This design comes from an exercise in tuning for small area, a short achievable clock period and few clock cycles on the open sky130 flow, not from production work. No activity file was given, so power comes from the tool's default toggle rates.

==> flow/design.v <==
`default_nettype none
package lz77_code_pkg;
	localparam int CHAR_W = 8;
	typedef logic [CHAR_W-1:0] char_t;
	localparam char_t END_CHAR = 8'h24;
	localparam int SEARCH_LEN = 9;
	typedef logic [3:0] offset_t;
	localparam int MAX_MATCH = 7;
	typedef logic [2:0] len_t;
	typedef struct packed {
		offset_t offset;
		len_t    match_len;
		char_t   char_nxt;
	} code_t;
endpackage
`default_nettype wire
`default_nettype none
package lz77_window_pkg;
	localparam int LOOK_LEN = 8;
	localparam int STR_LEN = 32;
	typedef logic [5:0] pos_t;
	typedef logic [9*8-1:0] hist_t;
	typedef logic [LOOK_LEN*8-1:0] look_t;
	typedef logic [3:0] avail_t;
	typedef struct packed {
		hist_t  hist;
		look_t  look;
		avail_t avail;
		avail_t remain;
	} window_t;
	typedef logic [3:0] step_t;
endpackage
`default_nettype wire
`timescale 1ns/1ns
`default_nettype none
module lz77_encoder (
	input  logic                 clk,
	input  logic                 reset,
	input  logic                 char_req,
	input  lz77_code_pkg::char_t chardata,
	output logic                 char_ack,
	output logic                 valid,
	output lz77_code_pkg::code_t code,
	output logic                 finish
);
	localparam int SL = lz77_code_pkg::SEARCH_LEN;
	localparam lz77_code_pkg::char_t END_CHAR = lz77_code_pkg::END_CHAR;
	lz77_code_pkg::char_t           cin;       
	logic                           take;      
	logic                           virt;      
	logic                           loaded;    
	logic                           fin_pend;  
	logic [SL-1:0][7:0]             hist;      
	logic [SL-1:0]                  alive;     
	lz77_code_pkg::len_t            len;       
	logic [4:0]                     cnt;       
	lz77_code_pkg::offset_t         off_q;
	lz77_code_pkg::len_t            len_q;
	logic                           proc;
	logic                           is_end;
	lz77_code_pkg::char_t           x;
	logic [SL-1:0]                  eq;
	logic [SL-1:0]                  avail;
	logic [SL-1:0]                  alive_new;
	logic                           ends;
	lz77_code_pkg::offset_t         off_d;
	logic                           fresh;     
	logic                           end_now;   
	always_ff @(posedge clk)
		cin <= chardata;
	assign fresh = char_req && !char_ack && !loaded;
	assign end_now = fresh && (chardata == END_CHAR);
	always_ff @(posedge clk or posedge reset) begin
		if (reset) begin
			char_ack <= 1'b0;
			take <= 1'b0;
		end else begin
			char_ack <= char_req && (char_ack || !loaded);
			take <= fresh && (chardata != END_CHAR);
		end
	end
	assign proc = take || virt;
	assign is_end = virt;
	assign x = virt ? END_CHAR : cin;
	always_comb begin
		for (int j = 0; j < SL; j++) begin
			eq[j] = (cin == hist[j]);
			avail[j] = (cnt > 5'(j));
		end
		alive_new = ((len == '0) ? avail : alive) & eq;
		ends = is_end || (alive_new == '0) || (len == 3'd7);
		off_d = '0;
		if (len != '0)
			for (int j = 0; j < SL; j++)
				if (alive[j])
					off_d = lz77_code_pkg::offset_t'(j);
	end
	always_ff @(posedge clk) begin
		if (proc || end_now) begin
			hist <= {hist[SL-2:0], end_now ? END_CHAR : x};
			alive <= alive_new;
		end
		off_q <= off_d;
		len_q <= len;
	end
	always_ff @(posedge clk or posedge reset) begin
		if (reset) begin
			virt <= 1'b0;
			loaded <= 1'b0;
			fin_pend <= 1'b0;
			valid <= 1'b0;
			finish <= 1'b0;
			len <= '0;
			cnt <= '0;
		end else begin
			virt <= take && (cnt == 5'd31);
			valid <= (proc && ends) || end_now;
			fin_pend <= (proc && is_end) || end_now;
			finish <= finish || fin_pend;
			if (end_now)
				loaded <= 1'b1;
			if (proc) begin
				if (is_end || (take && cnt == 5'd31))
					loaded <= 1'b1;
				cnt <= cnt + 1'b1;
				len <= ends ? '0 : len + 1'b1;
			end
		end
	end
	assign code = {off_q, len_q, hist[0]};
endmodule
`default_nettype wire
export LEC_CHECK = 0
export CAP_MARGIN = 20
export CORE_MARGIN = 2
export CORE_UTILIZATION = 40
export SLEW_MARGIN = 20
create_clock -name core_clock -period 17.0 [get_ports {clk}]
standard.sh (not shown) runs the stock make flow with config.mk's settings and CLKGATE_MAP_FILE= SYNTH_SCRIPT=/design/flow/synth_recipe.tcl, a recipe that flattens the netlist after the stock synthesis.
==> flow/flow/run.sh <==
#!/bin/bash
# Standard ORFS layout, with fast port buffers and timing repair aimed past the
# 17 ns clock so that the achieved period (17 ns less setup slack) is pushed down.
set -euo pipefail
export BUFFER_PORTS_ARGS="-buffer_cell sky130_fd_sc_hd__buf_4"
export SETUP_SLACK_MARGIN=13
bash standard.sh > standard_flow.log 2>&1
Then changed:
--- a/flow/design.v
+++ b/flow/design.v
@@ -56,39 +56,36 @@
 	logic [4:0]                     cnt;       
 	lz77_code_pkg::offset_t         off_q;
 	lz77_code_pkg::len_t            len_q;
-	logic                           proc;
+	lz77_code_pkg::char_t           chr_q;
+	logic                           fresh;
 	logic                           is_end;
-	lz77_code_pkg::char_t           x;
+	logic                           end_now;
 	logic [SL-1:0]                  eq;
 	logic [SL-1:0]                  avail;
 	logic [SL-1:0]                  alive_new;
 	logic                           ends;
 	lz77_code_pkg::offset_t         off_d;
-	logic                           fresh;     
-	logic                           end_now;   
+	assign fresh = char_req && !char_ack && !loaded;
+	assign is_end = (chardata == END_CHAR);
+	assign end_now = fresh && is_end;
 	always_ff @(posedge clk)
 		cin <= chardata;
-	assign fresh = char_req && !char_ack && !loaded;
-	assign end_now = fresh && (chardata == END_CHAR);
 	always_ff @(posedge clk or posedge reset) begin
 		if (reset) begin
 			char_ack <= 1'b0;
 			take <= 1'b0;
 		end else begin
 			char_ack <= char_req && (char_ack || !loaded);
-			take <= fresh && (chardata != END_CHAR);
+			take <= fresh && !is_end;
 		end
 	end
-	assign proc = take || virt;
-	assign is_end = virt;
-	assign x = virt ? END_CHAR : cin;
 	always_comb begin
 		for (int j = 0; j < SL; j++) begin
 			eq[j] = (cin == hist[j]);
 			avail[j] = (cnt > 5'(j));
 		end
 		alive_new = ((len == '0) ? avail : alive) & eq;
-		ends = is_end || (alive_new == '0) || (len == 3'd7);
+		ends = (alive_new == '0) || (len == 3'd7);
 		off_d = '0;
 		if (len != '0)
 			for (int j = 0; j < SL; j++)
@@ -96,12 +93,13 @@
 					off_d = lz77_code_pkg::offset_t'(j);
 	end
 	always_ff @(posedge clk) begin
-		if (proc || end_now) begin
-			hist <= {hist[SL-2:0], end_now ? END_CHAR : x};
+		if (take) begin
+			hist <= {hist[SL-2:0], cin};
 			alive <= alive_new;
 		end
 		off_q <= off_d;
 		len_q <= len;
+		chr_q <= virt ? END_CHAR : (take ? cin : chardata);
 	end
 	always_ff @(posedge clk or posedge reset) begin
 		if (reset) begin
@@ -114,19 +112,17 @@
 			cnt <= '0;
 		end else begin
 			virt <= take && (cnt == 5'd31);
-			valid <= (proc && ends) || end_now;
-			fin_pend <= (proc && is_end) || end_now;
+			valid <= (take && ends) || virt || end_now;
+			fin_pend <= virt || end_now;
 			finish <= finish || fin_pend;
-			if (end_now)
+			if (end_now || (take && cnt == 5'd31))
 				loaded <= 1'b1;
-			if (proc) begin
-				if (is_end || (take && cnt == 5'd31))
-					loaded <= 1'b1;
+			if (take) begin
 				cnt <= cnt + 1'b1;
 				len <= ends ? '0 : len + 1'b1;
 			end
 		end
 	end
-	assign code = {off_q, len_q, hist[0]};
+	assign code = {off_q, len_q, chr_q};
 endmodule
 `default_nettype wire
Final cell count decreases by 0.93%.
Synthesized cell count goes down by 0.90%.
Setup slack improves by 0.22 ns.
Power grows by 7.1%.
Design area went up by 1.6%.
Via count drops by 3.6%.
First-iteration DRC count went down by 11%.
Die area rises by 1.5%.
Non-clock buffer count came out lower by 13.
Routed wire length drops by 13%.
No functional check of the RTL was part of any run of this note.

-- afterwards: timing with drivers on the ports --
No port has a modelled driver above. Below, the same layouts with a new extraction and two added sets of constraints.
Step 1 assumes that a clkbuf_16 drives the clock port and a buf_2 every other input.
Step 2 times the ports against the registers' clock, not the clock port: input delays grow and output delays shrink by t, the midpoint of the rising clock arrivals with the driver on.
Three values: no drivers, after step 1, after step 2; two values: the first two.
run | t (ns) | setup WS [ns] | worst setup path at the end | worst slew at a driven data input, ns
the first run | 0.383 | 12.445 / 12.450 / 12.067 | input to register | 0.04
the second run | 0.441 | 12.667 / 12.629 / 12.235 | input to register | 0.04
After both steps every run listed still meets setup and hold. For the second run, which loses most, drivers alone change the setup slack by -0.038 ns; drivers and shift together by -0.432 ns.
